This is an optimization exercise on Yosys and OpenROAD, whose aim is small area and a short achievable clock period, not a production implementation. Where RTL was checked, it was by simulation tests only, not by an equivalence proof against the original. The RTL of runs 1 to 3 and 7 was laid out without a check of its function. No activity file was given, so power comes from the tool's default toggle rates.

==> config.mk <==
export PLATFORM = sky130hd
export DESIGN_NAME = datapath_cw_sequencer
export DESIGN_NICKNAME = datapath_cw_sequencer
export VERILOG_FILES = /design/flow/design.v
export SDC_FILE = /design/flow/constraint.sdc
export NUM_CORES = 4
export LEC_CHECK = 0
export CAP_MARGIN = 20
export CORE_MARGIN = 2
export CORE_UTILIZATION = 55
export CTS_CLUSTER_DIAMETER = 60
export CTS_CLUSTER_SIZE = 30
export PLACE_DENSITY = 0.7
export SETUP_SLACK_MARGIN = 2.6
export SLEW_MARGIN = 20
export TNS_END_PERCENT = 10
==> constraint.sdc <==
create_clock -name core_clock -period 5.0 [get_ports {clock}]
set_input_delay 1.0000 -clock core_clock [delete_from_list [all_inputs] [get_ports {clock}]]
set_output_delay 1.0000 -clock core_clock [all_outputs]
set_load 0.01 [all_outputs]
==> design.v <==
module datapath_cw_sequencer #(
  parameter int unsigned DEPTH       = 16,
  parameter int unsigned HOLD_CYCLES = 2,
  parameter logic [24:0] NOP_CW      = 25'd0
) (
  input  logic        clock,
  input  logic        reset,
  input  logic        push_valid,
  output logic        push_ready,
  input  logic [24:0] push_cw,
  input  logic [63:0] push_const,
  input  logic [1:0]  push_op,
  input  logic        go,
  input  logic [3:0]  status,
  output logic [24:0] ControlWord,
  output logic [63:0] constant,
  output logic        busy,
  output logic        done,
  output logic [15:0] issue_count
);
  localparam int unsigned CW = $clog2(DEPTH + 1);
  localparam int unsigned HW = $clog2(HOLD_CYCLES + 1);
  localparam int unsigned DW = 89;
  localparam logic [1:0] OpNormal = 2'b00;
  localparam logic [1:0] OpHold   = 2'b01;
  localparam logic [1:0] OpSkip   = 2'b10;
  localparam logic [1:0] OpHalt   = 2'b11;
  typedef enum logic [1:0] {StIdle, StRun, StHold, StSkip} state_e;
  logic [DW-1:0] mem_data [DEPTH];
  logic [1:0]    mem_op   [DEPTH];
  logic [DEPTH-1:0] wr_oh_q, rd_oh_q, rd_oh_nx;
  logic [CW-1:0]    count_q, count_d;
  logic             empty_q, ready_q, busy_q;
  logic [1:0]       head_op_q, head_op_d, next_op;
  logic             push_en, pop;
  state_e        state_q, state_d;
  logic [24:0]   cw_q, cw_d;
  logic [63:0]   const_q, const_d;
  logic          done_q, done_d;
  logic [15:0]   cnt_q;
  logic [HW-1:0] hcnt_q, hcnt_d;
  logic          issued_q, issue;
  logic [3:0]    status_q;
  logic [2:0]    skip_sel_q, skip_sel_d;
  logic          skip_cond, take;
  logic [DW-1:0] head_data;
  logic [24:0]   head_cw;
  logic [63:0]   head_const;
  assign push_ready = ready_q;
  assign push_en    = push_valid && ready_q;
  assign rd_oh_nx   = {rd_oh_q[DEPTH-2:0], rd_oh_q[DEPTH-1]};
  always_comb begin
    head_data = '0;
    next_op   = '0;
    for (int i = 0; i < DEPTH; i++) begin
      head_data = head_data | (mem_data[i] & {DW{rd_oh_q[i]}});
      next_op   = next_op   | (mem_op[i]   & {2{rd_oh_nx[i]}});
    end
  end
  assign {head_const, head_cw} = head_data;
  assign skip_cond = status_q[skip_sel_q[1:0]] ^ skip_sel_q[2];
  always_comb begin
    state_d    = state_q;
    done_d     = 1'b0;
    hcnt_d     = hcnt_q;
    pop        = 1'b0;
    take       = 1'b0;
    issue      = 1'b0;
    skip_sel_d = skip_sel_q;
    case (state_q)
      StIdle: begin
        if (go) begin
          if (empty_q) done_d = 1'b1;
          else         take   = 1'b1;
        end
      end
      StRun: take = 1'b1;
      StHold: begin
        if (hcnt_q == '0) take   = 1'b1;
        else              hcnt_d = hcnt_q - 1'b1;
      end
      default: begin  
        if (skip_cond) begin
          if (empty_q) begin
            state_d = StIdle;
            done_d  = 1'b1;
          end else begin
            pop     = 1'b1;
            state_d = StRun;
          end
        end else begin
          take = 1'b1;
        end
      end
    endcase
    if (take) begin
      if (empty_q) begin
        state_d = StIdle;
        done_d  = 1'b1;
      end else begin
        pop = 1'b1;
        case (head_op_q)
          OpNormal: begin
            issue   = 1'b1;
            state_d = StRun;
            hcnt_d  = HW'(HOLD_CYCLES);
          end
          OpHold: begin
            issue   = 1'b1;
            state_d = StHold;
            hcnt_d  = HW'(HOLD_CYCLES);
          end
          OpSkip: begin
            state_d    = StSkip;
            skip_sel_d = head_const[2:0];
          end
          default: begin  
            state_d = StIdle;
            done_d  = 1'b1;
          end
        endcase
      end
    end
    cw_d    = issue ? head_cw : NOP_CW;
    const_d = issue ? head_const : const_q;
    count_d = count_q + CW'(push_en) - CW'(pop);
    if (pop) head_op_d = (count_q == CW'(1)) ? push_op : next_op;
    else     head_op_d = empty_q ? push_op : head_op_q;
  end
  always_ff @(posedge clock) begin
    for (int i = 0; i < DEPTH; i++) begin
      if (push_en && wr_oh_q[i]) begin
        mem_data[i] <= {push_const, push_cw};
        mem_op[i]   <= push_op;
      end
    end
  end
  always_ff @(posedge clock) begin
    if (reset) begin
      wr_oh_q    <= DEPTH'(1);
      rd_oh_q    <= DEPTH'(1);
      count_q    <= '0;
      empty_q    <= 1'b1;
      ready_q    <= 1'b1;
      busy_q     <= 1'b0;
      head_op_q  <= '0;
      state_q    <= StIdle;
      cw_q       <= NOP_CW;
      const_q    <= '0;
      done_q     <= 1'b0;
      cnt_q      <= '0;
      hcnt_q     <= '0;
      issued_q   <= 1'b0;
      status_q   <= '0;
      skip_sel_q <= '0;
    end else begin
      if (push_en) wr_oh_q <= {wr_oh_q[DEPTH-2:0], wr_oh_q[DEPTH-1]};
      if (pop)     rd_oh_q <= rd_oh_nx;
      count_q    <= count_d;
      empty_q    <= (count_d == '0);
      ready_q    <= (count_d != CW'(DEPTH));
      busy_q     <= (state_d != StIdle);
      head_op_q  <= head_op_d;
      state_q    <= state_d;
      cw_q       <= cw_d;
      const_q    <= const_d;
      done_q     <= done_d;
      if (issue) cnt_q <= cnt_q + 16'd1;
      hcnt_q     <= hcnt_d;
      issued_q   <= issue;
      skip_sel_q <= skip_sel_d;
      if (issued_q) status_q <= status;
    end
  end
  assign ControlWord = cw_q;
  assign constant    = const_q;
  assign done        = done_q;
  assign issue_count = cnt_q;
  assign busy        = busy_q;
endmodule
==> run.sh <==
#!/bin/bash
# synth_recipe.tcl (not shown) runs the flow's synth.tcl, then flattens the netlist and writes it again
# the make line also repeats each setting of config.mk as NAME=value (left out here)
make -C /OpenROAD-flow-scripts/flow DESIGN_CONFIG=/design/flow/config.mk WORK_HOME=/design/flow/orfs CLKGATE_MAP_FILE= SYNTH_SCRIPT=/design/flow/synth_recipe.tcl finish
==> results.toml, run 1 <==
[critical_path]
reg2regPathDepth = 10
path_cells = "inv_2 > ha_4 > or3b_4 > a21o_4 > buf_12 > buf_12 > or4_4 > buf_4 > or4_1 > a21oi_1"
cp-start-kind = "flip-flop"
worstPathRequired_ns = 5.66
timing.rr.start = "state_q[0]"
cp.arrival_ns = 3.54
r2r_setup_slack_ns = 2.12
crit_path_frequent_cell = "buf_12"
max_stage_delay_ns = 0.53
slowest_stage = "or4_4"
path_max_fanout = 7
r2r_end = "cnt_q[9]"
path_class = "reg2reg"
critPathCaptureType = "flip-flop"

[clock_tree]
cts_tree = "done"
cts_made_buffers = 91
htree_levels = 3
cts.reportedPaths.clkPinSlew_ns = 0.10
clock_latency_ns = 0.73
post_cts_hold_buffer_count = 0
root_buffer = "clkbuf_16"
cts.sinks = 1616
clk_path_buf_depth = 3

[sta]
maxSlewHeadroom = 0.232
skew_ns = 0.0493
fin_crit_sh = 0.577
post-route-min-period_ns = 2.88
finalSetupViolCount = 0
layout_setup_ws_ns = 2.12
rsz0062_at_grt = "true"
fin_setup_tns_ns = 0
maxSlewViolCount = 0
fmax_ghz = 0.347
hold_viol = 0
max_slew.worst_pin.slew_ns = 1.15

[synthesis]
netlist_top_cells_area = "edfxtp_1, dfxtp_1, a22oi_1"
synth.cell_area_um2 = 57200
ys_ff_latch = 1616
synth_cell_type_count = 46
syn_avg_cell_area_um2 = 17.9
synth_async_sr_flop_share = 0
synth_top_area_frac = 0.764
synth-edff-count = 1456
synth_area_leader_cell = "edfxtp_1"
synthFlopType = "edfxtp_1"
syn_nets = 3309
ys_warn_count = 3
synth_cells = 3194
synth-seq-area-share = 0.820

[grt]
grt_pass1_wl_um = 239000
grt_max_degree = 92
grt_antenna_before_repair = 16
grt_pass1_vias = 33400
grt_use_total = 0.312
overflow = 0

[floorplanning]
num_io_pins = 207
die_h_um = 327
start_util = 0.554
num_rows = 118
core_um2 = 103000
die_w_um = 327
die_area_um2 = 107000

[placement]
gp_congestion = 0.795
dp.final_hpwl_um = 76800
place_area_um2 = 61400
dp_slack_ns = 0.915
port_buffers = 206
placedCellCount = 4657

[detailed_routing]
vias = 34200
antenna_left = 0
wire_per_inst_um = 34.2
drc = 0
wirelength_um = 169000
first_iter_violations = 5033
firstDrtPassIters = 6
viasPerCell = 6.94

[cells_and_area]
finalNonFillerCells = 4928
nets = 3578
final_common_cell = "edfxtp_1"
drive_above_1_share = 0.141
area.growth.synth_to_final_pct = 17.4
layout_common_cells = "edfxtp_1, a22oi_1, a221oi_1, a22o_1, clkdlybuf4s50_1"
nFillCells = 6772
stdcell_area_um2 = 67200
final_core_util = 0.650

[power]
p_sw_mw = 9.05
p_per_area_nw_per_um2 = 466
power_frac_clock = 0.288
swShare = 0.289
leakagePower_nw = 21.1
pwr-share-seq = 0.510
ir_drop_mv = 0.295
combPwrFrac = 0.202
p_int_mw = 22.3

[hold_path]
hp-class = "reg2reg"
min_delay_worst_endpoint = "wr_oh_q[10]"
worstHoldStart = "wr_oh_q[10]"
whs_path_depth = 2

[outcome]
outcome = "no timing/DRC/antenna violations"

[job]
drv_cap = 0
## sequential cells by signal (all words and copies together) (netlist names)
signal and cells:
count_q 5, cw_q 25, cnt_q 16, done_q 1, hcnt_q 2, mem_data 1424, status_q 4, skip_sel_q 3
head_op_q 2, wr_oh_q 16, busy_q 1, mem_op 32, ready_q 1, const_q 64, issued_q 1, state_q 2
empty_q 1, rd_oh_q 16
## power groups by stage
stage,Combinational [mW],Clock [mW],Sequential (mW)
final,6.34,9.03,16.0
after CTS,6.09,9.06,16.0
after global routing,6.60,9.53,16.0
after global placement,3.89,0,16.3
after detailed placement,4.08,0,16.3
after floorplan,2.19,0,16.0
## routing by layer
metal	routed length, um	vias to the layer above	track usage
li1	-	13700	-
met1	61400	17500	0.442
met2	80300	2602	0.496
met3	22000	347	0.0638
met4	4900	22	0.0916
met5	145	-	0
## Yosys cell counts (27+ instances only)
master / count
mux2i_1: 27
a22o_1: 217
buf_1: 37
and3_1: 28
nand2_1: 40
dfxtp_1: 160
nand3_1: 128
a21oi_1: 34
nor2_1: 106
clkbuf_1: 158
inv_1: 32
a221oi_1: 218
edfxtp_1: 1456
a22oi_1: 294
nor3_1: 131
## cells by family after synthesis
family          after synthesis  synth area share
compound gates              812             0.114
mux                          31           0.00551
buf+inv                     234            0.0155
simple gates                479            0.0409
xor+xnor                      6          0.000918
flops                      1616             0.820
fa+ha+maj                    16           0.00363
## stage by stage
step           hold slack, ns  power (mW)
2_1_floorplan           0.432        18.2
4_1_cts                 0.462        31.1
3_3_place_gp            0.445        20.2
5_1_grt                 0.490        32.2
3_5_place_dp            0.449        20.3
6_report                0.468        31.3
## critical path: cells and delay by family, from the launching register on
family | cells | cell delay, ns
adder cells (fa/ha/maj) | 1 | 0.13
buffers and inverters | 4 | 0.54
flip-flops | 1 | 0.34
AO/OA/AOI/OAI | 2 | 0.44
AND/OR/NAND/NOR | 3 | 1.37
## final cells by class
| cell class | instances | area [um2] | share of cell area |
|---|---|---|---|
| sequential | 1616 | 47000 | 0.699 |
| multi-input combinational | 1348 | 10400 | 0.154 |
| timing repair buffer | 368 | 4440 | 0.0660 |
| clock buffer | 96 | 2300 | 0.0342 |
| tap | 1380 | 1730 | 0.0257 |
| clock inverter | 76 | 1150 | 0.0171 |
| inverter | 34 | 196 | 0.00292 |
| timing repair inverter | 4 | 25.0 | 0.000372 |
| antenna | 6 | 15.0 | 0.000223 |
## worst max path at each step
stage                     slack [ns]  cells past startpoint               to       start
after floorplan                 1.76                      5   mem_data[0][0]  push_valid
after global placement          0.96                     13          ready_q  push_valid
after detailed placement        0.92                     13          ready_q  push_valid
after CTS                       2.15                      6  mem_data[13][9]  push_valid
after global routing            2.10                     10         cnt_q[9]  state_q[0]
final                           2.12                     10         cnt_q[9]  state_q[0]
## what timing repair did
item	CTS	global route
buffers inserted	58	12
resized for setup	197	28
gates cloned	19	4
pin swaps	87	15
setup endpoints to repair	1161	1444
==> run 2, diff against run 1 <==
--- a/design.v
+++ b/design.v
@@ -130,5 +130,5 @@
   always_ff @(posedge clock) begin
     for (int i = 0; i < DEPTH; i++) begin
-      if (push_en && wr_oh_q[i]) begin
+      if (ready_q && wr_oh_q[i]) begin
         mem_data[i] <= {push_const, push_cw};
         mem_op[i]   <= push_op;
==> run 2 against run 1 <==
  * Critical path depth is 5 higher
  * Non-clock buffer count is 53 lower
  * Worst setup slack better by 0.086 ns
  * Final area is 0.58% lower
  * Clock skew is 0.011 ns lower
  * Register-to-register slack better by 0.09 ns
  * Global-route usage is 0.94 points lower
  * Cell count is 0.63% lower
  * Die area hardly changed
  * Sequential cell count stayed put
  * Clock power is 6.6% higher
  * Hold slack better by 0.012 ns
  * Largest power group unchanged
==> results.toml, run 2 <==
[sta]
fin_crit_sh = 0.559
layout_setup_ws_ns = 2.20
fin_setup_tns_ns = 0
fmax_ghz = 0.358
skew_ns = 0.0383
hold_viol = 0
finalSetupViolCount = 0
max_slew.worst_pin.slew_ns = 1.16
maxSlewViolCount = 0
post-route-min-period_ns = 2.80
rsz0062_at_grt = "true"
whs_ns = 0.480
maxSlewHeadroom = 0.227

[synthesis]
syn_avg_cell_area_um2 = 17.9
synth-edff-count = 1456
netlist_top_cells_area = "edfxtp_1, dfxtp_1, a22oi_1"
synth_area_leader_cell = "edfxtp_1"
ys_top_cells_by_count = "edfxtp_1, a22oi_1, a221oi_1, a22o_1, dfxtp_1"
synth_cell_type_count = 45
ys_warn_count = 3
synth-seq-area-share = 0.819
syn_nets = 3312
synth_top_area_frac = 0.763
synth_async_sr_flop_share = 0
synthFlopType = "edfxtp_1"
synth_cells = 3197
yosys.cell_count.top_type = "edfxtp_1"
ys_ff_latch = 1616
synth.cell_area_um2 = 57300

[placement]
dp.final_hpwl_um = 73600
place_area_um2 = 61200
port_buffers = 206
dp_slack_ns = 0.966
gp_congestion = 0.779

[clock_tree]
clock_latency_ns = 0.73
htree_levels = 3
clk_path_buf_depth = 3
post_cts_hold_buffer_count = 0
root_buffer = "clkbuf_16"
cts_tree = "done"
cts.sinks = 1616
cts.reportedPaths.clkPinSlew_ns = 0.08
cts_made_buffers = 103

[cells_and_area]
top_register = "mem_data"
reg_top3 = "mem_data: 1424 flops, const_q: 64 flops, mem_op: 32 flops"
final_common_cell = "edfxtp_1"
largest_reg_flops = 1424
stdcell_area_um2 = 66800
drive_above_1_share = 0.130
nFillCells = 6804
area.growth.synth_to_final_pct = 16.6
final_core_util = 0.646
nets = 3534
layout_common_cells = "edfxtp_1, a22oi_1, a221oi_1, a22o_1, clkdlybuf4s50_1"

[floorplanning]
num_rows = 118
num_io_pins = 207
die_h_um = 327
start_util = 0.554
die_w_um = 327
die_area_um2 = 107000
core_um2 = 103000

[power]
leakagePower_nw = 21.2
ir_drop_mv = 0.351
p_per_area_nw_per_um2 = 481

[detailed_routing]
drc = 0
wirelength_um = 163000
firstDrtPassIters = 6
antenna_left = 0
viasPerCell = 6.87
first_iter_violations = 5081
wire_per_inst_um = 33.4
vias = 33600

[critical_path]
cp-start-kind = "flip-flop"
endpoint = "ready_q"
path_max_fanout = 3
crit_path_start = "state_q[0]"
worstPathRequired_ns = 5.57
r2r_end = "ready_q"
reg2regPathDepth = 15
cp.arrival_ns = 3.37
timing.rr.start = "state_q[0]"
r2r_setup_slack_ns = 2.20
path_class = "reg2reg"
critPathCaptureType = "flip-flop"

[job]
drv_cap = 0

[grt]
grt_use_total = 0.303
grt_pass1_vias = 32800
grt_pass1_wl_um = 232000
grt_antenna_before_repair = 20
overflow = 0
grt_max_degree = 92

[hold_path]
hp-class = "reg2reg"

[outcome]
outcome = "no timing/DRC/antenna violations"
-- run 2: cell count changes in the layout (fill, tap and decap cells not counted), sizes merged, moves of 3 or more --
cell | previous run | this run
diode | 6 | 9
and2 | 1 | 17
clkdlybuf4s50 | 204 | 187
dlygate4sd2 | 1 | 7
clkbuf | 98 | 119
bufinv | 8 | 3
clkinvlp | 24 | 5
buf | 160 | 105
inv | 53 | 60
dlymetal6s2s | 0 | 11
-- run 2: routing by layer --
layer / global-route usage / up-vias / part of all wire
met5: 0 / - / 0.00087
met4: 0.0939 / 22 / 0.031
met3: 0.0586 / 346 / 0.12
met2: 0.496 / 2336 / 0.48
met1: 0.414 / 17200 / 0.36
li1: - / 13700 / -
-- run 2: worst min-delay path by stage --
stage	from	end	slack [ns]	depth (start not counted)
3_3_place_gp	wr_oh_q[11]	wr_oh_q[12]	0.46	2
5_1_grt	wr_oh_q[11]	wr_oh_q[11]	0.50	2
6_report	wr_oh_q[11]	wr_oh_q[12]	0.48	2
3_5_place_dp	wr_oh_q[1]	wr_oh_q[2]	0.47	2
4_1_cts	wr_oh_q[11]	wr_oh_q[12]	0.48	2
2_1_floorplan	wr_oh_q[0]	wr_oh_q[1]	0.44	2
-- run 2: power by group --
| group | switching (mW) | internal [mW] |
|---|---|---|
| Combinational | 3.40 | 2.74 |
| Clock | 5.13 | 4.50 |
| Sequential | 0.794 | 15.6 |
-- run 2: cell type report --
class / instances / area, um2 / share of cell area
flip-flops and latches: 1616 / 47000 / 0.704
diodes: 9 / 22.5 / 0.000337
multi-input cells: 1364 / 10300 / 0.154
clock buffers: 115 / 2720 / 0.0407
well taps: 1380 / 1730 / 0.0258
repair buffers: 315 / 3790 / 0.0568
clock inverters: 79 / 1140 / 0.0171
inverters: 19 / 81.3 / 0.00122
-- run 2: critical path: stages, from the launching register on --
cell      delay, ns
dfxtp_2        0.35
inv_2          0.08
ha_4           0.13
or3b_4         0.39
a21o_4         0.25
clkinv_4       0.05
ha_4           0.19
inv_2          0.06
ha_4           0.13
inv_2          0.03
fa_2           0.34
nor2b_2        0.15
o21bai_2       0.10
nand3_1        0.10
nor3b_4        0.22
nand4_1        0.11
-- run 2: logic make-up (layout without fill, tap and decap cells) --
family,after synthesis,count (layout),share of synthesized area
flip-flops,1616,1616,0.819
AO/OA/AOI/OAI,811,811,0.113
AND/OR/NAND/NOR,497,500,0.0427
buffers and inverters,220,528,0.0145
multiplexers,31,31,0.00550
adder cells (fa/ha/maj),16,16,0.00363
XOR/XNOR,6,6,0.000917
other,0,9,0
-- run 2: metrics by stage --
step	power [mW]	cells
after CTS	31.4	4871
after floorplan	18.7	3197
after detailed placement	21.0	4635
after global placement	20.9	4635
final	32.1	4897
after global routing	33.0	4894
-- run 2: what timing repair did --
action / CTS / global route
endpoints found under the setup margin: 801 / 590
pin swaps: 40 / 57
setup buffers: 31 / 13
cloned: 11 / 4
resized for setup: 112 / 102
==> run 3, diff against run 2 <==
==> flow/run.sh (new file) <==
#!/bin/bash
set -euo pipefail
bash standard.sh MATCH_CELL_FOOTPRINT=0 "BUFFER_PORTS_ARGS=-buffer_cell sky130_fd_sc_hd__buf_2" finish > flow_make.log 2>&1
==> standard.sh (new file) <==
#!/bin/bash
# synth_recipe.tcl (not shown) runs the flow's synth.tcl, then flattens the netlist and writes it again
# the make line also repeats each setting of config.mk as NAME=value (left out here)
make -C /OpenROAD-flow-scripts/flow DESIGN_CONFIG=/design/flow/config.mk WORK_HOME=/design/flow/orfs CLKGATE_MAP_FILE= SYNTH_SCRIPT=/design/flow/synth_recipe.tcl "${@:-finish}"
removed: run.sh
==> run 3 against run 2 <==
  * Critical path depth shrank 3
  * Register-to-register slack got worse by 0.04 ns
  * Hold slack improved by 0.0010 ns
  * Routed wire length down 0.97%
  * Highest routed layer unchanged
  * Still clean
  * Critical path type unchanged
  * Total power fell by 2.1%
==> results.toml, run 3 <==
[power]
p_per_area_nw_per_um2 = 481
leakagePower_nw = 21.1
ir_drop_mv = 0.300
finalPower_mw = 31.5

[placement]
dp.final_hpwl_um = 74000
gp_congestion = 0.794
port_buffers = 206
placedCellCount = 4639
place_area_um2 = 60100

[cells_and_area]
largest_reg_flops = 1424
nets = 3533
stdcell_area_um2 = 65400
drive_above_1_share = 0.181
finalNonFillerCells = 4900
area.growth.synth_to_final_pct = 14.1
final_core_util = 0.633
reg_top3 = "mem_data: 1424 flops, const_q: 64 flops, mem_op: 32 flops"
layout_common_cells = "edfxtp_1, a22oi_1, a221oi_1, a22o_1, buf_2"
final_common_cell = "edfxtp_1"
top_register = "mem_data"

[synthesis]
synth_cells = 3197
synth_top_area_frac = 0.763
ys_ff_latch = 1616
synth.cell_area_um2 = 57300
synth-edff-count = 1456
synthFlopType = "edfxtp_1"
yosys.cell_count.top_type = "edfxtp_1"
synth_cell_type_count = 45
syn_nets = 3312
ys_top_cells_by_count = "edfxtp_1, a22oi_1, a221oi_1, a22o_1, dfxtp_1"
ys_warn_count = 3
syn_avg_cell_area_um2 = 17.9
synth-seq-area-share = 0.819
synth_area_leader_cell = "edfxtp_1"
synth_async_sr_flop_share = 0
netlist_top_cells_area = "edfxtp_1, dfxtp_1, a22oi_1"

[sta]
fmax_ghz = 0.353
post-route-min-period_ns = 2.84
maxSlewHeadroom = 0.193
finalSetupViolCount = 0
fin_setup_tns_ns = 0
max_slew.worst_pin.slew_ns = 1.21
skew_ns = 0.0535
rsz0062_at_grt = "true"
hold_viol = 0
maxSlewViolCount = 0
fin_crit_sh = 0.567

[clock_tree]
clk_path_buf_depth = 3
htree_levels = 3
root_buffer = "clkbuf_16"
cts.reportedPaths.clkPinSlew_ns = 0.09
cts.sinks = 1616
cts_made_buffers = 104
cts_tree = "done"
clock_latency_ns = 0.73

[detailed_routing]
vias = 33600
firstDrtPassIters = 5
route.met2.wl_um = 78200
wl_met1_um = 59000
wire_per_inst_um = 33.0
antenna_left = 0
viasPerCell = 6.86
first_iter_violations = 5015
dr_wl_met3_um = 19900
top_layer_used = "met5"
drc = 0
wirelength_um = 162000

[grt]
grt_pass1_wl_um = 229000
grt_pass1_vias = 32900
grt_antenna_before_repair = 26
grt_use_total = 0.297
grt_max_degree = 92
overflow = 0

[critical_path]
critPathCaptureType = "flip-flop"
cp-start-kind = "flip-flop"
timing.critical_path.buf_inv = 6
path_class = "reg2reg"
cp_top_family = "simple AND/OR/NAND/NOR gates"
worstPathRequired_ns = 5.56
cp.arrival_ns = 3.39
path_cells = "inv_4 > ha_4 > or3b_4 > a21o_4 > buf_6 > buf_12 > buf_12 > buf_12 > or4_4 > buf_12 > o21ai_0 > a21oi_1"
crit_path_frequent_cell = "buf_12"
max_stage_delay_ns = 0.49
path_max_fanout = 6
slowest_stage = "or4_4"

[floorplanning]
die_w_um = 327
core_um2 = 103000
num_io_pins = 207
num_rows = 118
die_h_um = 327
start_util = 0.554
die_area_um2 = 107000

[job]
drv_cap = 0

[hold_path]
hp-class = "reg2reg"

[outcome]
outcome = "no timing/DRC/antenna violations"
run 3: cells by family after synthesis:
group / after synthesis / synth area share
buf+inv: 220 / 0.0145
flops: 1616 / 0.819
simple gates: 497 / 0.0427
xor+xnor: 6 / 0.000917
compound gates: 811 / 0.113
mux: 31 / 0.00550
fa+ha+maj: 16 / 0.00363
run 3: final timing paths:
kind              slack [ns]        start          end  cells past startpoint
hold reg to reg         0.48  wr_oh_q[13]  wr_oh_q[13]                      2
hold / removal          0.48  wr_oh_q[13]  wr_oh_q[13]                      2
setup reg to reg        2.16   state_q[0]     cnt_q[3]                     12
setup / recovery        2.16   state_q[0]     cnt_q[3]                     12
run 3: area by class of cell:
class	count	area (um2)
multi-input combinational	1365	10200
tap	1380	1730
sequential	1616	47000
inverter	19	83.8
timing repair buffer	312	2380
antenna	12	30.0
clock buffer	109	2710
clock inverter	87	1270
fill	7005	38000
run 3: tightest hold or removal path, cell delays in order (launching register included):
cell,delay (ns)
dfxtp_1,0.33
nand2_1,0.06
a21oi_1,0.05
run 3: stage by stage:
step	hold slack, ns	worst slack (ns)
finish	0.481	2.16
global route	0.485	2.09
CTS	0.474	2.21
detailed placement	0.467	0.991
global placement	0.454	1.15
floorplan	0.440	1.73
run 3: report_power, final:
group	switching (mW)	total, mW	internal (mW)
clock network	5.31	9.75	4.44
logic	3.27	5.40	2.13
registers	0.758	16.3	15.6
total	9.33	31.5	22.1
run 3: what timing repair did:
action	CTS	global route
pin swaps	41	27
cloned	6	5
hold endpoints to repair	0	0
buffers inserted	31	10
setup endpoints to repair	716	194
hold buffers	0	0
gates resized for setup	69	84
run 3: per-layer routing:
metal / GRT usage / up-vias
met5: 0 / -
met1: 0.411 / 17200
met2: 0.483 / 2371
li1: - / 13700
met4: 0.0834 / 22
met3: 0.0610 / 325
==> run 4, diff against run 3 <==
--- a/design.v
+++ b/design.v
@@ -30,5 +30,7 @@
   logic [1:0]    mem_op   [DEPTH];
   logic [DEPTH-1:0] wr_oh_q, rd_oh_q, rd_oh_nx;
-  logic [CW-1:0]    count_q, count_d;
+  logic [CW-1:0]    count_q, count_d, count_inc, count_dec;
+  logic             count_is1, count_is15, empty_d, ready_d;
+  logic [15:0]      cnt_inc;
   logic             empty_q, ready_q, busy_q;
   logic [1:0]       head_op_q, head_op_d, next_op;
@@ -50,4 +52,9 @@
   assign push_en    = push_valid && ready_q;
   assign rd_oh_nx   = {rd_oh_q[DEPTH-2:0], rd_oh_q[DEPTH-1]};
+  assign count_inc  = count_q + CW'(1);
+  assign count_dec  = count_q - CW'(1);
+  assign count_is1  = (count_q == CW'(1));
+  assign count_is15 = (count_q == CW'(DEPTH - 1));
+  assign cnt_inc    = cnt_q + 16'd1;
   always_comb begin
     head_data = '0;
@@ -59,5 +66,7 @@
   end
   assign {head_const, head_cw} = head_data;
-  assign skip_cond = status_q[skip_sel_q[1:0]] ^ skip_sel_q[2];
+  logic auto_q, skst_q, skc_q, iss_ok_q, drop;
+  logic [3:0] status_d;
+  assign skip_cond = skc_q;
   always_comb begin
     state_d    = state_q;
@@ -65,34 +74,9 @@
     hcnt_d     = hcnt_q;
     pop        = 1'b0;
-    take       = 1'b0;
-    issue      = 1'b0;
     skip_sel_d = skip_sel_q;
-    case (state_q)
-      StIdle: begin
-        if (go) begin
-          if (empty_q) done_d = 1'b1;
-          else         take   = 1'b1;
-        end
-      end
-      StRun: take = 1'b1;
-      StHold: begin
-        if (hcnt_q == '0) take   = 1'b1;
-        else              hcnt_d = hcnt_q - 1'b1;
-      end
-      default: begin  
-        if (skip_cond) begin
-          if (empty_q) begin
-            state_d = StIdle;
-            done_d  = 1'b1;
-          end else begin
-            pop     = 1'b1;
-            state_d = StRun;
-          end
-        end else begin
-          take = 1'b1;
-        end
-      end
-    endcase
-    if (take) begin
+    take  = auto_q | (!busy_q & go) | (skst_q & !skip_cond);
+    drop  = skst_q & skip_cond;
+    issue = take & iss_ok_q;
+    if (take || drop) begin
       if (empty_q) begin
         state_d = StIdle;
@@ -100,30 +84,41 @@
       end else begin
         pop = 1'b1;
-        case (head_op_q)
-          OpNormal: begin
-            issue   = 1'b1;
-            state_d = StRun;
-            hcnt_d  = HW'(HOLD_CYCLES);
-          end
-          OpHold: begin
-            issue   = 1'b1;
-            state_d = StHold;
-            hcnt_d  = HW'(HOLD_CYCLES);
-          end
-          OpSkip: begin
-            state_d    = StSkip;
-            skip_sel_d = head_const[2:0];
-          end
-          default: begin  
-            state_d = StIdle;
-            done_d  = 1'b1;
-          end
-        endcase
+        if (drop) begin
+          state_d = StRun;
+        end else begin
+          case (head_op_q)
+            OpNormal: begin
+              state_d = StRun;
+              hcnt_d  = HW'(HOLD_CYCLES);
+            end
+            OpHold: begin
+              state_d = StHold;
+              hcnt_d  = HW'(HOLD_CYCLES);
+            end
+            OpSkip: begin
+              state_d    = StSkip;
+              skip_sel_d = head_const[2:0];
+            end
+            default: begin  
+              state_d = StIdle;
+              done_d  = 1'b1;
+            end
+          endcase
+        end
       end
+    end else if (state_q == StHold) begin
+      hcnt_d = hcnt_q - 1'b1;
     end
+    status_d = issued_q ? status : status_q;
     cw_d    = issue ? head_cw : NOP_CW;
     const_d = issue ? head_const : const_q;
-    count_d = count_q + CW'(push_en) - CW'(pop);
-    if (pop) head_op_d = (count_q == CW'(1)) ? push_op : next_op;
+    unique case ({push_en, pop})
+      2'b10:   count_d = count_inc;
+      2'b01:   count_d = count_dec;
+      default: count_d = count_q;
+    endcase
+    empty_d = (push_en == pop) ? empty_q : (pop && count_is1);
+    ready_d = (push_en == pop) ? ready_q : (pop || !count_is15);
+    if (pop) head_op_d = count_is1 ? push_op : next_op;
     else     head_op_d = empty_q ? push_op : head_op_q;
   end
@@ -154,10 +149,14 @@
       status_q   <= '0;
       skip_sel_q <= '0;
+      auto_q     <= 1'b0;
+      skst_q     <= 1'b0;
+      skc_q      <= 1'b0;
+      iss_ok_q   <= 1'b0;
     end else begin
       if (push_en) wr_oh_q <= {wr_oh_q[DEPTH-2:0], wr_oh_q[DEPTH-1]};
       if (pop)     rd_oh_q <= rd_oh_nx;
       count_q    <= count_d;
-      empty_q    <= (count_d == '0);
-      ready_q    <= (count_d != CW'(DEPTH));
+      empty_q    <= empty_d;
+      ready_q    <= ready_d;
       busy_q     <= (state_d != StIdle);
       head_op_q  <= head_op_d;
@@ -166,9 +165,13 @@
       const_q    <= const_d;
       done_q     <= done_d;
-      if (issue) cnt_q <= cnt_q + 16'd1;
+      if (issue) cnt_q <= cnt_inc;
       hcnt_q     <= hcnt_d;
       issued_q   <= issue;
       skip_sel_q <= skip_sel_d;
-      if (issued_q) status_q <= status;
+      status_q   <= status_d;
+      auto_q     <= (state_d == StRun) || (state_d == StHold && hcnt_d == '0);
+      skst_q     <= (state_d == StSkip);
+      skc_q      <= status_d[skip_sel_d[1:0]] ^ skip_sel_d[2];
+      iss_ok_q   <= !empty_d && !head_op_d[1];
     end
   end
==> run 4 against run 3 <==
  * Synthesized area is 0.27% lower
  * Sequential cell count rose by 4
  * Critical endpoint is now constant[53]
  * Routed wire length barely moved
  * Maximum frequency grew 16%
  * Final area decreased by 1.8%
  * Clock skew fell by 0.0065 ns
  * Highest routed layer unchanged
  * Critical path depth is 11 lower
  * Clock power is 4.2% lower
  * Still clean
  * Critical path type is now reg2out
  * Worst setup slack better by 0.39 ns
==> results.toml, run 4 <==
[outcome]
outcome = "no timing/DRC/antenna violations"

[clock_tree]
clock_latency_ns = 0.73
cts.reportedPaths.clkPinSlew_ns = 0.09
post_cts_hold_buffer_count = 0
root_buffer = "clkbuf_16"
cts.sinks = 1620
htree_levels = 3
clk_path_buf_depth = 3
cts_tree = "done"
cts_made_buffers = 101

[placement]
gp_congestion = 0.783
dp.final_hpwl_um = 73100
port_buffers = 206

[floorplanning]
die_area_um2 = 106000
core_um2 = 103000
start_util = 0.554
num_rows = 118
die_w_um = 326
die_h_um = 326
num_io_pins = 207

[power]
combPwrFrac = 0.045
swShare = 0.234
p_per_area_nw_per_um2 = 398
p_int_mw = 19.6
power_frac_clock = 0.365
ir_drop_mv = 0.288
pwr-share-seq = 0.590
p_sw_mw = 5.97
finalPower_mw = 25.6
leakagePower_nw = 20.3

[synthesis]
synth-compound-area-share = 0.116
syn_avg_cell_area_um2 = 18.0
synthAdderAreaFrac = 0.00219
synth-edff-count = 1456
synth_top_family_by_area = "compound AO/OA/AOI/OAI gates"
synth.cell_area_um2 = 57100
synthFlopType = "edfxtp_1"
ys_top_cells_by_count = "edfxtp_1, a22oi_1, a221oi_1, a22o_1, dfxtp_1"
netlist_top_cells_area = "edfxtp_1, dfxtp_1, a22oi_1"
synth_xor_area_frac = 0.00230
yosys.area_share.simple = 0.0401
synth_cell_type_count = 44
syn_nets = 3288
synth-seq-area-share = 0.823
synth_cells = 3179
ys_warn_count = 3
muxShareOfSynthArea = 0.00221
yosys.cell_count.top_type = "edfxtp_1"
synth_async_sr_flop_share = 0
synth_top_area_frac = 0.765
ys_ff_latch = 1620
synth_area_leader_cell = "edfxtp_1"

[sta]
rsz0062_at_grt = "true"
fin_crit_sh = 0.489
max_slew.worst_pin.slew_ns = 1.11
fmax_ghz = 0.409
skew_ns = 0.0470
hold_viol = 0
finalSetupViolCount = 0
post-route-min-period_ns = 2.44
fin_setup_tns_ns = 0
maxSlewHeadroom = 0.263
maxSlewViolCount = 0

[cells_and_area]
top_register = "mem_data"
layout_common_cells = "edfxtp_1, a22oi_1, buf_2, a22o_1, a221oi_1"
drive_above_1_share = 0.154
reg_top3 = "mem_data: 1424 flops, const_q: 64 flops, mem_op: 32 flops"
nFillCells = 7026
final_common_cell = "edfxtp_1"
largest_reg_flops = 1424
nets = 3488
area.growth.synth_to_final_pct = 12.4

[grt]
grt_use_total = 0.295
grtUsageMet1 = 0.413
grt_max_degree = 92
met2_usage = 0.471
overflow = 0
grt_pass1_wl_um = 226000
grt_pass1_vias = 31800
grt_antenna_before_repair = 26
grtUsageMet3 = 0.0665
grt.busiest_layer = "met2"

[detailed_routing]
first_iter_violations = 5669
antenna_left = 0
wire_per_inst_um = 33.3
wirelength_um = 162000
drc = 0
vias = 33300
viasPerCell = 6.86
firstDrtPassIters = 8

[critical_path]
path_class = "reg2out"
r2r_setup_slack_ns = 2.62
timing.rr.start = "rd_oh_q[7]"
slowest_stage = "dfxtp_1"
path_cells = "buf_2"
cp_top_family = "flip-flops"
r2r_end = "cw_q[22]"
max_stage_delay_ns = 0.51
reg2regPathDepth = 5
cp-start-kind = "flip-flop"
cp.arrival_ns = 1.44
worstPathRequired_ns = 4.00
critPathCaptureType = "output port"
timing.critical_path.buf_inv = 1
path_max_fanout = 2

[hold_path]
whs_path_depth = 2
min_delay_worst_endpoint = "wr_oh_q[5]"
worstHoldStart = "wr_oh_q[4]"
hp-class = "reg2reg"

[job]
drv_cap = 0
==> run 4: cell types whose count changed after synthesis, sizes merged, moves of 24 or more <==
cell    before  now
nand2       42   77
a221oi     218  178
nor3       131   70
o22ai        0   29
clkbuf     158  134
a22o       217  178
a22oi      294  372
nand4       10   74
buf         43   70
nand3      128   64
==> run 4: cell type report <==
| cell class | instances | area [um2] | share of cell area |
|---|---|---|---|
| Clock inverter | 83 | 1110 | 0.0173 |
| Sequential cell | 1620 | 47100 | 0.733 |
| Multi-Input combinational cell | 1344 | 9370 | 0.146 |
| Tap cell | 1380 | 1730 | 0.0269 |
| Antenna cell | 13 | 32.5 | 0.000506 |
| Inverter | 11 | 50.0 | 0.000779 |
| Timing Repair Buffer | 301 | 2270 | 0.0354 |
| Clock buffer | 109 | 2600 | 0.0405 |
==> run 4: worst max-delay path by stage <==
| stage | startpoint | to | depth (start not counted) |
|---|---|---|---|
| 2_1_floorplan | ready_q | mem_data[2][0] | 2 |
| 3_3_place_gp | go | skc_q | 10 |
| 3_5_place_dp | push_valid | count_q[2] | 6 |
| 4_1_cts | const_q[5] | constant[5] | 1 |
| 5_1_grt | skst_q | const_q[10] | 6 |
| 6_report | const_q[53] | constant[53] | 1 |
==> run 4: power groups by stage <==
stage | Sequential, mW | Clock [mW] | Combinational [mW]
floorplan | 15.4 | 0 | 0.549
detailed placement | 15.4 | 0 | 1.05
CTS | 15.1 | 9.40 | 1.08
finish | 15.1 | 9.34 | 1.14
global placement | 15.4 | 0 | 1.01
global route | 15.1 | 9.89 | 1.22
==> run 4: metrics by stage <==
| step | instances | instance area (um2) | setup slack, ns | hold WS (ns) | util |
|---|---|---|---|---|---|
| floorplan | 3179 | 57100 | 1.73 | 0.414 | - |
| global placement | 4615 | 59800 | 1.71 | 0.431 | 0.579 |
| detailed placement | 4615 | 59800 | 1.60 | 0.463 | 0.579 |
| CTS | 4825 | 63900 | 2.56 | 0.454 | 0.619 |
| global route | 4855 | 64200 | 2.51 | 0.469 | 0.622 |
| finish | 4861 | 64200 | 2.56 | 0.455 | 0.622 |
==> run 4: routing by layer <==
layer  vias to the layer above  part of all wire  wire [um]
li1                      13600                 -          -
met1                     17000              0.37      59200
met2                      2334              0.47      76700
met3                       319              0.13      21100
met4                        28             0.029       4760
met5                         -            0.0011        174
==> run 4: cells by family (layout without fill, tap and decap cells) <==
| group | after synthesis | after routing |
|---|---|---|
| AOI/OAI and AO/OA | 850 | 850 |
| DFF | 1620 | 1620 |
| and+or+nand+nor | 457 | 457 |
| xor gates and xnor gates | 15 | 15 |
| muxes | 12 | 12 |
| adders and majority gates | 10 | 10 |
| buffers and inverters | 215 | 504 |
| other | 0 | 13 |
==> run 4: timing repair <==
action,in CTS,in global routing
pin swaps,0,3
setup buffers,18,23
setup endpoints to repair,596,22
gates resized for setup,34,10
==> run 5, diff against run 4 <==
==> flow/run.sh (replaced) <==
#!/bin/bash
set -euo pipefail
bash standard.sh MATCH_CELL_FOOTPRINT=0 "BUFFER_PORTS_ARGS=-buffer_cell sky130_fd_sc_hd__buf_2" \
  "CTS_ARGS=-sink_clustering_enable -repair_clock_nets -sink_clustering_size 30 -sink_clustering_max_diameter 60 -dont_use_dummy_load" \
  finish > flow_make.log 2>&1
--- a/config.mk
+++ b/config.mk
@@ -8,9 +8,9 @@
 export CAP_MARGIN = 20
 export CORE_MARGIN = 2
-export CORE_UTILIZATION = 55
+export CORE_UTILIZATION = 65
 export CTS_CLUSTER_DIAMETER = 60
 export CTS_CLUSTER_SIZE = 30
-export PLACE_DENSITY = 0.7
-export SETUP_SLACK_MARGIN = 2.6
+export PLACE_DENSITY = 0.8
+export SETUP_SLACK_MARGIN = 2.8
 export SLEW_MARGIN = 20
 export TNS_END_PERCENT = 10
==> run 5 against run 4 <==
  * Routed wire length rose by 0.35%
  * Synthesized area did not move
  * Cell count shrank 6.6%
  * Register-to-register slack worse by 0.03 ns
  * Hold slack got worse by 0.00087 ns
==> results.toml, run 5 <==
[outcome]
outcome = "no timing/DRC/antenna violations"

[synthesis]
synth_cells = 3179
synth_async_sr_flop_share = 0
ys_top_cells_by_count = "edfxtp_1, a22oi_1, a221oi_1, a22o_1, dfxtp_1"
synth-seq-area-share = 0.823
ys_ff_latch = 1620
synth_top_area_frac = 0.765
synth_cell_type_count = 44
ys_warn_count = 3
synth_area_leader_cell = "edfxtp_1"
yosys.cell_count.top_type = "edfxtp_1"
synthFlopType = "edfxtp_1"
synth-edff-count = 1456
syn_avg_cell_area_um2 = 18.0
netlist_top_cells_area = "edfxtp_1, dfxtp_1, a22oi_1"
syn_nets = 3288
synth.cell_area_um2 = 57100

[detailed_routing]
drc = 0
antenna_left = 0
wirelength_um = 162000
viasPerCell = 7.52
first_iter_violations = 6257
vias = 34100
firstDrtPassIters = 8
wire_per_inst_um = 35.8

[power]
p_sw_mw = 4.82
combPwrFrac = 0.050
p_int_mw = 18.3
ir_drop_mv = 0.245
power_frac_clock = 0.297
swShare = 0.208
p_per_area_nw_per_um2 = 370
leakagePower_nw = 19.6
pwr-share-seq = 0.652

[sta]
rsz0062_at_grt = "true"
hold_viol = 0
fin_crit_sh = 0.483
fmax_ghz = 0.414
maxSlewViolCount = 0
finalSetupViolCount = 0
skew_ns = 0.0541
post-route-min-period_ns = 2.41
whs_ns = 0.454
maxSlewHeadroom = 0.283
fin_setup_tns_ns = 0
max_slew.worst_pin.slew_ns = 1.08

[grt]
grt_max_degree = 92
grt_antenna_before_repair = 28
overflow = 0
grt_pass1_wl_um = 228000
grt_use_total = 0.355
grt_pass1_vias = 33100

[cells_and_area]
final_core_util = 0.720
largest_reg_flops = 1424
top_register = "mem_data"
drive_above_1_share = 0.132
layout_common_cells = "edfxtp_1, a22oi_1, buf_2, a22o_1, a221oi_1"
nFillCells = 4859
multiInputGateArea_um2 = 9400
area.growth.synth_to_final_pct = 9.50
final_common_cell = "edfxtp_1"
nets = 3475
regArea_um2 = 47100
reg_top3 = "mem_data: 1424 flops, const_q: 64 flops, mem_op: 32 flops"

[clock_tree]
clk_path_buf_depth = 3
htree_levels = 3
cts.sinks = 1620
cts.reportedPaths.clkPinSlew_ns = 0.08
cts_made_buffers = 84
post_cts_hold_buffer_count = 0
root_buffer = "clkbuf_16"
cts_tree = "done"
clock_latency_ns = 0.67

[critical_path]
path_cells = "buf_4 > and2_4 > buf_12"
cp_top_family = "simple AND/OR/NAND/NOR gates"
cp-start-kind = "flip-flop"
path_class = "reg2reg"
slowest_stage = "and2_4"
critPathCaptureType = "flip-flop"
cp.arrival_ns = 2.67
timing.critical_path.buf_inv = 2
worstPathRequired_ns = 5.25
path_max_fanout = 51
max_stage_delay_ns = 0.75

[placement]
dp.final_hpwl_um = 71500
gp_congestion = 0.797
port_buffers = 206

[floorplanning]
core_um2 = 86900
start_util = 0.657
die_w_um = 300
num_io_pins = 207
die_area_um2 = 90300
num_rows = 108
die_h_um = 300

[job]
drv_cap = 0

[hold_path]
hp-class = "reg2reg"
## run 5: cell counts after synthesis
Identical to the previous run, type by type.
## run 5: path summary, 6_finish.rpt
kind,slack (ns),from,cells after the start,end
min reg2reg,0.45,wr_oh_q[14],2,wr_oh_q[15]
max,2.59,ready_q,3,mem_data[6][22]
min,0.45,wr_oh_q[14],2,wr_oh_q[15]
max reg2reg,2.59,ready_q,3,mem_data[6][22]
## run 5: cell families (layout without fill, tap and decap cells)
logic type | after synthesis | after routing | synth area share
flip-flops | 1620 | 1620 | 0.823
multiplexers | 12 | 12 | 0.00221
buffers and inverters | 215 | 398 | 0.0143
AND/OR/NAND/NOR | 457 | 459 | 0.0401
adder cells (fa/ha/maj) | 10 | 10 | 0.00219
XOR/XNOR | 15 | 15 | 0.00230
AO/OA/AOI/OAI | 850 | 850 | 0.116
other | 0 | 21 | 0
## run 5: timing repair
item	4_1_cts	5_1_grt
buffers inserted	34	14
resized for setup	50	24
gates cloned	3	1
endpoints found under the setup margin	842	624
pin swaps	5	3
## run 5: cell type report
| class | instances | area share |
|---|---|---|
| Antenna cell | 21 | 0.000840 |
| Clock buffer | 84 | 0.0336 |
| Inverter | 11 | 0.000920 |
| Multi-Input combinational cell | 1346 | 0.150 |
| Sequential cell | 1620 | 0.753 |
| Tap cell | 1155 | 0.0231 |
| Timing Repair Buffer | 302 | 0.0383 |
| Timing Repair inverter | 1 | 0.000140 |
## run 5: power by group through the flow
| stage | Sequential [mW] | Combinational, mW | Clock [mW] |
|---|---|---|---|
| floorplan | 15.4 | 0.550 | 0 |
| global placement | 15.4 | 0.979 | 0 |
| detailed placement | 15.4 | 1.04 | 0 |
| CTS | 15.1 | 1.11 | 6.80 |
| global route | 15.1 | 1.24 | 7.24 |
| finish | 15.1 | 1.17 | 6.88 |
## run 5: layer usage
| layer | GRT usage | routed length (um) |
|---|---|---|
| met2 | 0.557 | 75300 |
| met3 | 0.0931 | 25100 |
| met1 | 0.469 | 52600 |
| met5 | 0 | 181 |
| met4 | 0.177 | 9330 |
## run 5: metrics by stage
| step | power [mW] | cells | setup WS (ns) | area, um2 |
|---|---|---|---|---|
| 4_1_cts | 23.0 | 4504 | 2.68 | 62200 |
| 3_3_place_gp | 16.4 | 4383 | 1.71 | 59500 |
| 3_5_place_dp | 16.4 | 4383 | 1.63 | 59500 |
| 2_1_floorplan | 15.9 | 3179 | 1.93 | 57100 |
| 6_report | 23.1 | 4540 | 2.59 | 62500 |
| 5_1_grt | 23.6 | 4529 | 2.52 | 62500 |
## run 5: worst register-to-register path: stages, from the launching register on
cell     delay, ns
dfxtp_4       0.48
buf_4         0.17
and2_4        0.75
buf_12        0.48
==> run 6, diff against run 5 <==
--- a/design.v
+++ b/design.v
@@ -29,5 +29,5 @@
   logic [DW-1:0] mem_data [DEPTH];
   logic [1:0]    mem_op   [DEPTH];
-  logic [DEPTH-1:0] wr_oh_q, rd_oh_q, rd_oh_nx;
+  logic [DEPTH-1:0] wen_q, wr_oh, wr_oh_d, rd_oh_q, rd_oh_nx;
   logic [CW-1:0]    count_q, count_d, count_inc, count_dec;
   logic             count_is1, count_is15, empty_d, ready_d;
@@ -52,4 +52,6 @@
   assign push_en    = push_valid && ready_q;
   assign rd_oh_nx   = {rd_oh_q[DEPTH-2:0], rd_oh_q[DEPTH-1]};
+  assign wr_oh      = ready_q ? wen_q : rd_oh_q;
+  assign wr_oh_d    = push_en ? {wr_oh[DEPTH-2:0], wr_oh[DEPTH-1]} : wr_oh;
   assign count_inc  = count_q + CW'(1);
   assign count_dec  = count_q - CW'(1);
@@ -125,5 +127,5 @@
   always_ff @(posedge clock) begin
     for (int i = 0; i < DEPTH; i++) begin
-      if (ready_q && wr_oh_q[i]) begin
+      if (wen_q[i]) begin
         mem_data[i] <= {push_const, push_cw};
         mem_op[i]   <= push_op;
@@ -133,5 +135,5 @@
   always_ff @(posedge clock) begin
     if (reset) begin
-      wr_oh_q    <= DEPTH'(1);
+      wen_q      <= DEPTH'(1);
       rd_oh_q    <= DEPTH'(1);
       count_q    <= '0;
@@ -154,5 +156,5 @@
       iss_ok_q   <= 1'b0;
     end else begin
-      if (push_en) wr_oh_q <= {wr_oh_q[DEPTH-2:0], wr_oh_q[DEPTH-1]};
+      wen_q      <= ready_d ? wr_oh_d : '0;
       if (pop)     rd_oh_q <= rd_oh_nx;
       count_q    <= count_d;
--- a/config.mk
+++ b/config.mk
@@ -8,9 +8,9 @@
 export CAP_MARGIN = 20
 export CORE_MARGIN = 2
-export CORE_UTILIZATION = 65
+export CORE_UTILIZATION = 60
 export CTS_CLUSTER_DIAMETER = 60
 export CTS_CLUSTER_SIZE = 30
-export PLACE_DENSITY = 0.8
-export SETUP_SLACK_MARGIN = 2.8
+export PLACE_DENSITY = 0.75
+export SETUP_SLACK_MARGIN = 2.75
 export SLEW_MARGIN = 20
-export TNS_END_PERCENT = 10
+export TNS_END_PERCENT = 100
==> run 6 against run 5 <==
  * Still clean on timing, DRC and antenna
  * Maximum frequency grew 3.5%
  * Via count shrank 2.4%
  * Register-to-register slack gained 0.08 ns
  * Worst setup slack gained 0.082 ns
  * Clock-buffer cell count grew 3
  * Total power grew 15%
  * Utilization shrank 5.7 points
  * Sequential share of layout area shrank 0.20 points
  * Critical path type unchanged
  * Largest cell class unchanged
==> results.toml, run 6 <==
[cells_and_area]
drive_above_1_share = 0.147
regArea_um2 = 47200
nets = 3461
final_core_util = 0.663
largest_reg_flops = 1424
nFillCells = 6044
final_common_cell = "edfxtp_1"
reg_top3 = "mem_data: 1424 flops, const_q: 64 flops, mem_op: 32 flops"
area.growth.synth_to_final_pct = 9.92
stdcell_area_um2 = 62800
multiInputGateArea_um2 = 9480
top_register = "mem_data"
layout_common_cells = "edfxtp_1, a22oi_1, buf_2, a22o_1, a221oi_1"

[clock_tree]
htree_levels = 3
cts_made_buffers = 87
clock_latency_ns = 0.71
clk_path_buf_depth = 3
cts.sinks = 1620
cts.reportedPaths.clkPinSlew_ns = 0.09
root_buffer = "clkbuf_16"
cts_tree = "done"

[sta]
finalSetupViolCount = 0
fin_crit_sh = 0.466
rsz0062_at_grt = "true"
skew_ns = 0.0783
fmax_ghz = 0.429
maxSlewHeadroom = 0.186
maxSlewViolCount = 0
fin_setup_tns_ns = 0
hold_viol = 0
post-route-min-period_ns = 2.33
max_slew.worst_pin.slew_ns = 1.22

[synthesis]
yosys.area_share.simple = 0.0357
synthFlopType = "edfxtp_1"
synth.cell_area_um2 = 57200
synth_area_leader_cell = "edfxtp_1"
yosys.cell_count.top_type = "edfxtp_1"
synth_xor_area_frac = 0.00230
muxShareOfSynthArea = 0.00484
synth_cells = 3159
synth_top_area_frac = 0.765
ys_warn_count = 3
synthAdderAreaFrac = 0.00219
synth-compound-area-share = 0.118
syn_avg_cell_area_um2 = 18.1
netlist_top_cells_area = "edfxtp_1, dfxtp_1, a22oi_1"
ys_top_cells_by_count = "edfxtp_1, a22oi_1, a221oi_1, a22o_1, dfxtp_1"
synth-seq-area-share = 0.822
synth_top_family_by_area = "compound AO/OA/AOI/OAI gates"
synth-edff-count = 1456
syn_nets = 3268
ys_ff_latch = 1620
synth_cell_type_count = 46
synth_async_sr_flop_share = 0

[floorplanning]
num_io_pins = 207
core_um2 = 94700
num_rows = 113
start_util = 0.603
die_area_um2 = 97800
die_w_um = 313
die_h_um = 313

[critical_path]
critPathCaptureType = "flip-flop"
cp-start-kind = "flip-flop"
crit_path_start = "rd_oh_q[6]"
r2r_end = "skc_q"
worstPathRequired_ns = 5.53
r2r_setup_slack_ns = 2.67
max_stage_delay_ns = 0.50
timing.critical_path.buf_inv = 1
cp.arrival_ns = 2.87
cp_top_family = "compound AO/OA/AOI/OAI gates"
slowest_stage = "dfxtp_4"
timing.rr.start = "rd_oh_q[6]"
reg2regPathDepth = 7
path_cells = "buf_8 > a221oi_1 > and4_2 > nor2_1 > a21oi_1 > nor2_1 > mux2_1"
path_class = "reg2reg"
crit_path_frequent_cell = "nor2_1"
path_max_fanout = 30

[placement]
port_buffers = 206
gp_congestion = 0.788
place_area_um2 = 59800
dp.final_hpwl_um = 72900

[detailed_routing]
wirelength_um = 159000
antenna_left = 0
firstDrtPassIters = 6
drc = 0
vias = 33300
first_iter_violations = 5168
wire_per_inst_um = 34.3
viasPerCell = 7.20

[grt]
grt_pass1_wl_um = 223000
grt_pass1_vias = 32500
grt_antenna_before_repair = 22
overflow = 0
grt_use_total = 0.318
grt_max_degree = 93

[hold_path]
min_delay_worst_endpoint = "cnt_q[1]"
hp-class = "reg2reg"
whs_path_depth = 2
worstHoldStart = "cnt_q[1]"

[power]
finalPower_mw = 26.7
ir_drop_mv = 0.284
leakagePower_nw = 19.8
p_per_area_nw_per_um2 = 425

[outcome]
outcome = "no timing/DRC/antenna violations"

[job]
drv_cap = 0
[run 6: cell count changes after synthesis, moves of 16 or more]
cell	delta
clkbuf_1	+21
and2_1	-17
nand2_1	-31
buf_1	-19
nor3_1	-16
[run 6: layer usage]
| metal | routed length, um | global-route usage |
|---|---|---|
| met4 | 6580 | 0.118 |
| met3 | 20200 | 0.0605 |
| met1 | 55700 | 0.433 |
| met2 | 76000 | 0.518 |
| met5 | 146 | 0 |
[run 6: worst min-delay path: stages, from the launching register on]
cell and delay (ns):
dfxtp_2 0.35, nand2_1 0.06, a21oi_1 0.06
[run 6: logic make-up (layout without fill, tap and decap cells)]
group	count (synthesis)	in the layout
xor+xnor	15	15
other cells	0	9
mux	27	27
compound gates	862	862
buf+inv	217	407
flops	1620	1620
simple gates	408	409
fa+ha+maj	10	10
[run 6: final cells by class]
class                           count  share of cell area
Clock buffer                       87              0.0346
Multi-Input combinational cell   1323               0.151
Tap cell                         1265              0.0252
Inverter                           10            0.000796
Timing Repair Buffer              309              0.0373
Timing Repair inverter              1            0.000139
Sequential cell                  1620               0.751
Antenna cell                        9            0.000358
[run 6: how the worst max path moves through the flow]
stage / to / cells past startpoint
2_1_floorplan: wen_q[10] / 14
3_3_place_gp: skc_q / 10
3_5_place_dp: skc_q / 10
4_1_cts: skc_q / 6
5_1_grt: skc_q / 7
6_report: skc_q / 7
[run 6: repair_timing]
action,4_1_cts,5_1_grt
gates resized for setup,57,28
hold buffers,0,0
cloned,1,1
setup buffers,35,10
pin swaps,3,0
setup endpoints to repair,136,37
[run 6: where the power goes]
| part | internal, mW | total [mW] | switching, mW |
|---|---|---|---|
| registers | 16.4 | 17.3 | 0.936 |
| clock network | 3.09 | 6.96 | 3.86 |
| logic | 0.696 | 2.39 | 1.69 |
[run 6: metrics by stage]
step                      hold WS, ns  cells  worst slack [ns]
final                           0.494   4624              2.67
after global routing            0.498   4618              2.64
after CTS                       0.486   4603              2.75
after detailed placement        0.474   4480              1.69
after global placement          0.430   4479              1.69
after floorplan                 0.414   3159              1.93
==> run 7, diff against run 6 <==
--- a/design.v
+++ b/design.v
@@ -29,5 +29,5 @@
   logic [DW-1:0] mem_data [DEPTH];
   logic [1:0]    mem_op   [DEPTH];
-  logic [DEPTH-1:0] wen_q, wr_oh, wr_oh_d, rd_oh_q, rd_oh_nx;
+  logic [DEPTH-1:0] wen_q, wr_oh, rd_oh_q, rd_oh_nx;
   logic [CW-1:0]    count_q, count_d, count_inc, count_dec;
   logic             count_is1, count_is15, empty_d, ready_d;
@@ -35,4 +35,6 @@
   logic             empty_q, ready_q, busy_q;
   logic [1:0]       head_op_q, head_op_d, next_op;
+  logic [2:0]       head_sel_q, head_sel_d, next_sel;   
+  logic [DEPTH-1:0] wen_d;
   logic             push_en, pop;
   state_e        state_q, state_d;
@@ -53,5 +55,4 @@
   assign rd_oh_nx   = {rd_oh_q[DEPTH-2:0], rd_oh_q[DEPTH-1]};
   assign wr_oh      = ready_q ? wen_q : rd_oh_q;
-  assign wr_oh_d    = push_en ? {wr_oh[DEPTH-2:0], wr_oh[DEPTH-1]} : wr_oh;
   assign count_inc  = count_q + CW'(1);
   assign count_dec  = count_q - CW'(1);
@@ -62,7 +63,9 @@
     head_data = '0;
     next_op   = '0;
+    next_sel  = '0;
     for (int i = 0; i < DEPTH; i++) begin
       head_data = head_data | (mem_data[i] & {DW{rd_oh_q[i]}});
       next_op   = next_op   | (mem_op[i]   & {2{rd_oh_nx[i]}});
+      next_sel  = next_sel  | (mem_data[i][27:25] & {3{rd_oh_nx[i]}});
     end
   end
@@ -100,5 +103,5 @@
             OpSkip: begin
               state_d    = StSkip;
-              skip_sel_d = head_const[2:0];
+              skip_sel_d = head_sel_q;
             end
             default: begin  
@@ -124,4 +127,12 @@
     if (pop) head_op_d = count_is1 ? push_op : next_op;
     else     head_op_d = empty_q ? push_op : head_op_q;
+    if (pop) head_sel_d = count_is1 ? push_const[2:0] : next_sel;
+    else     head_sel_d = empty_q ? push_const[2:0] : head_sel_q;
+    unique case ({push_en, pop})
+      2'b00:   wen_d = wen_q;
+      2'b01:   wen_d = wr_oh;
+      2'b10:   wen_d = count_is15 ? '0 : {wen_q[DEPTH-2:0], wen_q[DEPTH-1]};
+      default: wen_d = {wen_q[DEPTH-2:0], wen_q[DEPTH-1]};
+    endcase
   end
   always_ff @(posedge clock) begin
@@ -142,4 +153,5 @@
       busy_q     <= 1'b0;
       head_op_q  <= '0;
+      head_sel_q <= '0;
       state_q    <= StIdle;
       cw_q       <= NOP_CW;
@@ -156,5 +168,5 @@
       iss_ok_q   <= 1'b0;
     end else begin
-      wen_q      <= ready_d ? wr_oh_d : '0;
+      wen_q      <= wen_d;
       if (pop)     rd_oh_q <= rd_oh_nx;
       count_q    <= count_d;
@@ -163,4 +175,5 @@
       busy_q     <= (state_d != StIdle);
       head_op_q  <= head_op_d;
+      head_sel_q <= head_sel_d;
       state_q    <= state_d;
       cw_q       <= cw_d;
==> run 7 against run 6 <==
  * Still clean
  * Non-clock buffer count decreased by 26
  * Synthesized cell count increased by 2.0%
  * Cell count increased by 0.61%
  * Global-route usage increased by 0.15 points
  * Die area increased by 0.82%
  * Via count increased by 2.8%
  * Register-to-register slack improved by 0.02 ns
  * Clock power increased by 3.0%
  * Combinational power decreased by 39%
  * Worst setup slack improved by 0.021 ns
  * First-iteration DRC count increased by 4.1%
  * Largest cell class unchanged
==> results.toml, run 7 <==
[outcome]
outcome = "no timing/DRC/antenna violations"

[synthesis]
synth.cell_area_um2 = 57600
synth_cell_type_count = 51
yosys.area_share.simple = 0.0345
netlist_top_cells_area = "edfxtp_1, dfxtp_1, a22oi_1"
synthAdderAreaFrac = 0.00239
synth-compound-area-share = 0.126
synthFlopType = "edfxtp_1"
synth_top_area_frac = 0.759
ys_warn_count = 3
synth_cells = 3223
synth_top_family_by_area = "compound AO/OA/AOI/OAI gates"
ys_top_cells_by_count = "edfxtp_1, a22oi_1, a221oi_1, a22o_1, clkbuf_1"
synth-seq-area-share = 0.817
muxShareOfSynthArea = 0.00295
synth_async_sr_flop_share = 0
synth-edff-count = 1456
yosys.cell_count.top_type = "edfxtp_1"
ys_ff_latch = 1623
synth_area_leader_cell = "edfxtp_1"
syn_avg_cell_area_um2 = 17.9
syn_nets = 3333
synth_xor_area_frac = 0.00228

[clock_tree]
cts_made_buffers = 92
clk_path_buf_depth = 3
htree_levels = 3
post_cts_hold_buffer_count = 0
cts_tree = "done"
cts.sinks = 1623
clock_latency_ns = 0.69
cts.reportedPaths.clkPinSlew_ns = 0.10
root_buffer = "clkbuf_16"

[power]
swShare = 0.219
p_int_mw = 19.3
p_per_area_nw_per_um2 = 392
finalPower_mw = 24.7
power_frac_clock = 0.290
ir_drop_mv = 0.369
pwr-share-seq = 0.650
leakagePower_nw = 19.9
p_sw_mw = 5.42
combPwrFrac = 0.059

[cells_and_area]
largest_reg_flops = 1424
final_core_util = 0.663
finalNonFillerCells = 4652
area.growth.synth_to_final_pct = 9.39
layout_common_cells = "edfxtp_1, a22oi_1, a22o_1, a221oi_1, buf_2"
top_register = "mem_data"
nets = 3488
reg_top3 = "mem_data: 1424 flops, const_q: 64 flops, mem_op: 32 flops"
final_common_cell = "edfxtp_1"
drive_above_1_share = 0.140

[sta]
skew_ns = 0.0914
maxSlewViolCount = 0
fin_crit_sh = 0.462
hold_viol = 0
max_slew.worst_pin.slew_ns = 1.18
maxSlewHeadroom = 0.213
fin_setup_tns_ns = 0
whs_ns = 0.492
post-route-min-period_ns = 2.31
fmax_ghz = 0.433
finalSetupViolCount = 0
rsz0062_at_grt = "true"

[detailed_routing]
drc = 0
antenna_left = 0
vias = 34300
firstDrtPassIters = 6
wirelength_um = 163000
first_iter_violations = 5379
wire_per_inst_um = 35.0
viasPerCell = 7.36

[grt]
grt_pass1_wl_um = 226000
grtUsageMet1 = 0.437
grt.busiest_layer = "met2"
met2_usage = 0.515
grt_pass1_vias = 33400
grt_use_total = 0.319
grt_antenna_before_repair = 22
grt_max_degree = 93
overflow = 0
grtUsageMet3 = 0.0662

[floorplanning]
die_w_um = 314
num_io_pins = 207
core_um2 = 95200
num_rows = 113
start_util = 0.606
die_h_um = 314
die_area_um2 = 98600

[placement]
placedCellCount = 4525
dp.final_hpwl_um = 74800
gp_congestion = 0.794
port_buffers = 206

[critical_path]
timing.rr.start = "rd_oh_q[13]"
cp-start-kind = "flip-flop"
path_max_fanout = 27
critPathCaptureType = "flip-flop"
worstPathRequired_ns = 5.60
cp.arrival_ns = 2.91
crit_path_start = "rd_oh_q[13]"
path_class = "reg2reg"
reg2regPathDepth = 7

[hold_path]
whs_path_depth = 2
hp-class = "reg2reg"
worstHoldStart = "head_sel_q[2]"

[job]
drv_cap = 0
[run 7: changes by cell type in the layout (fill, tap and decap cells not counted), sizes merged, moves of 4 or more]
cell,before,now
a211oi,23,18
inv,9,15
nor2,119,115
a22oi,358,364
o22ai,37,49
a22o,185,203
o21ai,7,12
a221oi,185,203
nor3,54,34
clkbuf,88,93
mux2i,25,11
buf,308,282
nand3,63,70
[run 7: layer usage]
metal / routed length [um] / vias up
met5: 128 / -
met4: 6430 / 20
met3: 22800 / 501
met2: 77400 / 2814
met1: 56000 / 17300
li1: - / 13600
[run 7: power groups by stage]
stage	Sequential, mW	Clock [mW]	Combinational, mW
after detailed placement	16.4	0	1.32
after global routing	16.1	7.60	1.55
after floorplan	16.3	0	0.593
after CTS	16.1	7.20	1.37
after global placement	16.3	0	1.27
final	16.1	7.17	1.46
[run 7: through the flow]
| step | setup WS [ns] | cell area [um2] |
|---|---|---|
| after global placement | 1.49 | 60200 |
| after global routing | 2.63 | 63000 |
| after CTS | 2.61 | 62700 |
| after detailed placement | 1.44 | 60200 |
| final | 2.69 | 63000 |
| after floorplan | 2.38 | 57800 |
[run 7: final timing paths]
check / endpoint / slack, ns
worst max register to register: iss_ok_q / 2.69
worst min register to register: head_sel_q[2] / 0.49
worst max-delay path: iss_ok_q / 2.69
worst min-delay path: head_sel_q[2] / 0.49
[run 7: area by class of cell]
class / count / area, um2
repair buffers: 283 / 2030
diodes: 11 / 27.5
multi-input cells: 1363 / 9800
flip-flops and latches: 1623 / 47200
clock buffers: 92 / 2300
well taps: 1265 / 1580
inverters: 15 / 58.8
fillers: 6068 / 32100
[run 7: timing repair]
item                                    CTS  global route
resized for setup                        44            20
pin swaps                                 1             2
endpoints found under the setup margin  130            77
cloned                                    1             3
buffers inserted                          8            12
[run 7: cells by family (layout without fill, tap and decap cells)]
family                   after synthesis  in the layout
AO/OA/AOI/OAI                        921            924
XOR/XNOR                              15             15
adder cells (fa/ha/maj)               11             11
buffers and inverters                240            390
flip-flops                          1623           1623
multiplexers                          14             14
other                                  0             11
AND/OR/NAND/NOR                      399            399
[run 7: worst max-delay path: stages (launching register included)]
cell      delay [ns]
dfxtp_4         0.58
buf_6           0.35
a22o_1          0.25
a221oi_1        0.21
nand4_1         0.22
a22oi_1         0.32
nand2_1         0.14
nor2_1          0.14

## what the ideal ports hide
No port has a modelled driver above. Below, the same layouts with a new extraction and two added sets of constraints.
Step 1 sets driving cells, clkbuf_16 on the clock port and buf_2 on the other inputs (assumed; they add their load-dependent delay and slew).
Step 2 adds t to the input delays and takes it off the output delays; t is the mean of the earliest and latest rising clock arrival at the registers after step 1. Input paths then give back, and output paths get back, about the clock's delay inside the block.
Slacks: no drivers / after step 1 / after step 2; pairs: no drivers / after step 1.
run | shift t [ns] | slack for setup (ns) | cell pins on the clock port's net
run 1 | 0.787 | 2.117 / 2.102 / 1.391 | 1
run 2 | 0.775 | 2.203 / 2.200 / 1.559 | 1
run 3 | 0.772 | 2.165 / 2.164 / 1.746 | 1
run 4 | 0.784 | 2.556 / 2.484 / 1.934 | 1
run 5 | 0.723 | 2.586 / 2.586 / 2.038 | 1
run 6 | 0.738 | 2.668 / 2.668 / 2.008 | 1
run 7 | 0.726 | 2.689 / 2.687 / 2.065 | 1
After both steps every run listed still meets setup and hold. For run 1, which loses most, drivers alone change the setup slack by -0.015 ns; drivers and shift together by -0.726 ns.
